Background: an optimization exercise with open tools, aiming at small area, a short achievable clock period and few clock cycles per item. Do not read the settings as production practice.
In this exercise RTL edits were held to simulation tests only and were not proved equivalent to the original.

==> inputs of run Z <==
// epoch_seconds_to_date
module epoch_seconds_to_date (
    input  logic        i_clk,
    input  logic        i_rst_n,
    input  logic        start,
    output logic        busy,
    input  logic [31:0] i_epoch_seconds,
    output logic        o_done,
    output logic [11:0] o_year,
    output logic [3:0]  o_month,
    output logic [4:0]  o_day,
    output logic [4:0]  o_hour,
    output logic [5:0]  o_minute,
    output logic [5:0]  o_second
);
clock: 7.0 ns
lec_check: 0
cap_margin: 20
core_margin: 2
core_utilization: 55
cts_buf_list: sky130_fd_sc_hd__clkbuf_8 sky130_fd_sc_hd__clkbuf_16
cts_cluster_diameter: 120
cts_cluster_size: 30
place_density: 0.7
setup_slack_margin: 4.55
slew_margin: 20
synth_hierarchical: 1
run.sh (not shown) runs the stock make flow with config.mk's settings and CLKGATE_MAP_FILE= SYNTH_SCRIPT=/design/flow/synth_recipe.tcl, a recipe that flattens the netlist after the stock synthesis.
==> run F (differences from run Z) <==
Settings changed: ABC_CLOCK_PERIOD_IN_PS from default to 2400, CORE_UTILIZATION 55 to 40, PLACE_DENSITY 0.7 to default, SETUP_SLACK_MARGIN 4.55 to 4.45.
==> run K (differences from run Z) <==
Settings changed: CTS_BUF_LIST sky130_fd_sc_hd__clkbuf_8 sky130_fd_sc_hd__clkbuf_16 to sky130_fd_sc_hd__clkbuf_16, CTS_CLUSTER_DIAMETER 120 to 100, CTS_CLUSTER_SIZE 30 to 20, SETUP_SLACK_MARGIN 4.55 to 4.45.
==> qor summary <==
	run K	run Z	run F
Max FO, Critical Path	3	2	8
End point of the worst hold path	r5_210$_DFF_P_	r5_210$_DFF_P_	r5_263$_DFF_P_
Area growth, synth to finish	13.99%	12.58%	13.45%
Worst EP arrival	2.92 ns	2.89 ns	2.90 ns
Placement Rows	56	56	66
Clock period minus final worst setup slack	2.527 ns	2.505 ns	2.521 ns
Number of buffers and inverters on the critical path	3	0	0
Fillers	1,833	1,811	2,914
Maximum operating frequency	395.7 MHz	399.2 MHz	396.7 MHz
Area taken by flip-flops and latches	6639 um2	6668 um2	6648 um2
Worst slack after detailed placement	3.800 ns	4.007 ns	3.800 ns
Total iterations of the first detailed-routing run	5	4	4
Cell with the largest stage delay on the worst path	fa_1	fa_2	dfxtp_4
Status	complete, no violations	complete, no violations	complete, no violations
Post-route met1 wirelength	7737 um	7918 um	8462 um
Share of cells above drive strength 1	0.1336	0.2076	0.1202
Testbench counts of run Z, summed over its fixed seeds: cycles 16,056, items 16,000.
Testbench counts of run F, summed over its fixed seeds: cycles 16,056, items 16,000.
Testbench counts of run K, summed over its fixed seeds: cycles 16,056, items 16,000.

* * *

==> try-harbor: inputs <==
epoch_seconds_to_date again, from the RTL that the note above started with.
==> flow/config.mk <==
export PLATFORM = sky130hd
export DESIGN_NAME = epoch_seconds_to_date
export DESIGN_NICKNAME = epoch_seconds_to_date
export VERILOG_FILES = /design/flow/design.v
export SDC_FILE = /design/flow/constraint.sdc
export NUM_CORES = 4
export LEC_CHECK = 0
export CAP_MARGIN = 20
export CORE_MARGIN = 2
export CORE_UTILIZATION = 55
export CTS_BUF_LIST = sky130_fd_sc_hd__clkbuf_8 sky130_fd_sc_hd__clkbuf_16
export CTS_CLUSTER_DIAMETER = 120
export CTS_CLUSTER_SIZE = 30
export PLACE_DENSITY = 0.7
export SETUP_SLACK_MARGIN = 4.6
export SLEW_MARGIN = 20
export SYNTH_HIERARCHICAL = 1
==> flow/constraint.sdc <==
create_clock -name core_clock -period 7.0 [get_ports {i_clk}]
set_input_delay 1.4000 -clock core_clock [delete_from_list [all_inputs] [get_ports {i_clk}]]
set_output_delay 1.4000 -clock core_clock [all_outputs]
set_load 0.01 [all_outputs]
==> try-cedar: changes against try-harbor <==
==> flow/flow/run.sh (new file) <==
#!/bin/bash
# The standard layout (standard.sh, unchanged synthesis and steps), with
# one difference: the buffers that the standard flow puts on every input and
# output port are made of sky130_fd_sc_hd__buf_1 instead of the delay buffer
# clkdlybuf4s50_1 that buffer_ports picks by default.  Every port still gets
# its own buffer; timing repair may resize them as usual.
set -euo pipefail
export BUFFER_PORTS_ARGS="-buffer_cell sky130_fd_sc_hd__buf_1"
bash standard.sh finish > standard.log 2>&1
==> flow/standard.sh (new file) <==
#!/bin/bash
# synth_recipe.tcl (not shown) runs the flow's synth.tcl, then flattens the netlist and writes it again
# the make line also repeats each setting of config.mk as NAME=value (left out here)
make -C /OpenROAD-flow-scripts/flow DESIGN_CONFIG=/design/flow/config.mk WORK_HOME=/design/flow/orfs CLKGATE_MAP_FILE= SYNTH_SCRIPT=/design/flow/synth_recipe.tcl "${@:-finish}"
--- a/flow/config.mk
+++ b/flow/config.mk
@@ -14,3 +14,3 @@
 export PLACE_DENSITY = 0.7
-export SETUP_SLACK_MARGIN = 4.6
+export SETUP_SLACK_MARGIN = 4.45
 export SLEW_MARGIN = 20
removed: flow/run.sh
==> summary of the runs <==
- Of try-harbor and try-cedar, try-harbor has the higher worst setup slack (gap 0.0064 ns).
- Area after synthesis is the same in try-harbor and try-cedar.
- In global-route usage, try-harbor and try-cedar hardly differ.
- In try-cedar the wire length is lower than in try-harbor, by about 0.7%.
- In try-harbor the critical path depth is higher than in try-cedar, by 1.
Testbench counts of try-harbor, summed over its fixed seeds: cycles 16,056, items 16,000.
Testbench counts of try-cedar, summed over its fixed seeds: cycles 16,056, items 16,000.

## what the ideal ports hide
The flow's constraints put no driver on any port. The routed layouts listed below were extracted and timed again, unchanged, in two steps. Step 1: set_driving_cell puts a clkbuf_16 on i_clk and a buf_2 on each other input, an assumption about the parent block. Step 2 also shifts input and output timing later by t, the mid clock arrival at the registers, as if the neighbouring blocks saw the same clock. a / b / c = ideal ports / drivers / drivers and shift; a / b = the first two.
run	t, ns	slack for setup (ns)	hold WS [ns]	latest minus earliest clock arrival (ns)	worst data-port slew with drivers (ns)
run Z	0.532	4.495 / 4.495 / 4.390	0.330 / 0.330 / 0.330	0.020 / 0.019	0.04
run F	0.536	4.479 / 4.474 / 4.354	0.336 / 0.336 / 0.336	0.013 / 0.013	0.03
run K	0.554	4.473 / 4.469 / 4.377	0.327 / 0.327 / 0.327	0.015 / 0.015	0.04
try-harbor	0.534	4.488 / 4.488 / 4.415	0.334 / 0.334 / 0.334	0.021 / 0.021	0.03
try-cedar	0.529	4.481 / 4.481 / 4.481	0.333 / 0.333 / 0.333	0.018 / 0.018	0.03
After both steps every run listed still meets setup and hold. The setup slack of run F, which loses most, moves by -0.005 ns with the drivers and by -0.125 ns with both steps.
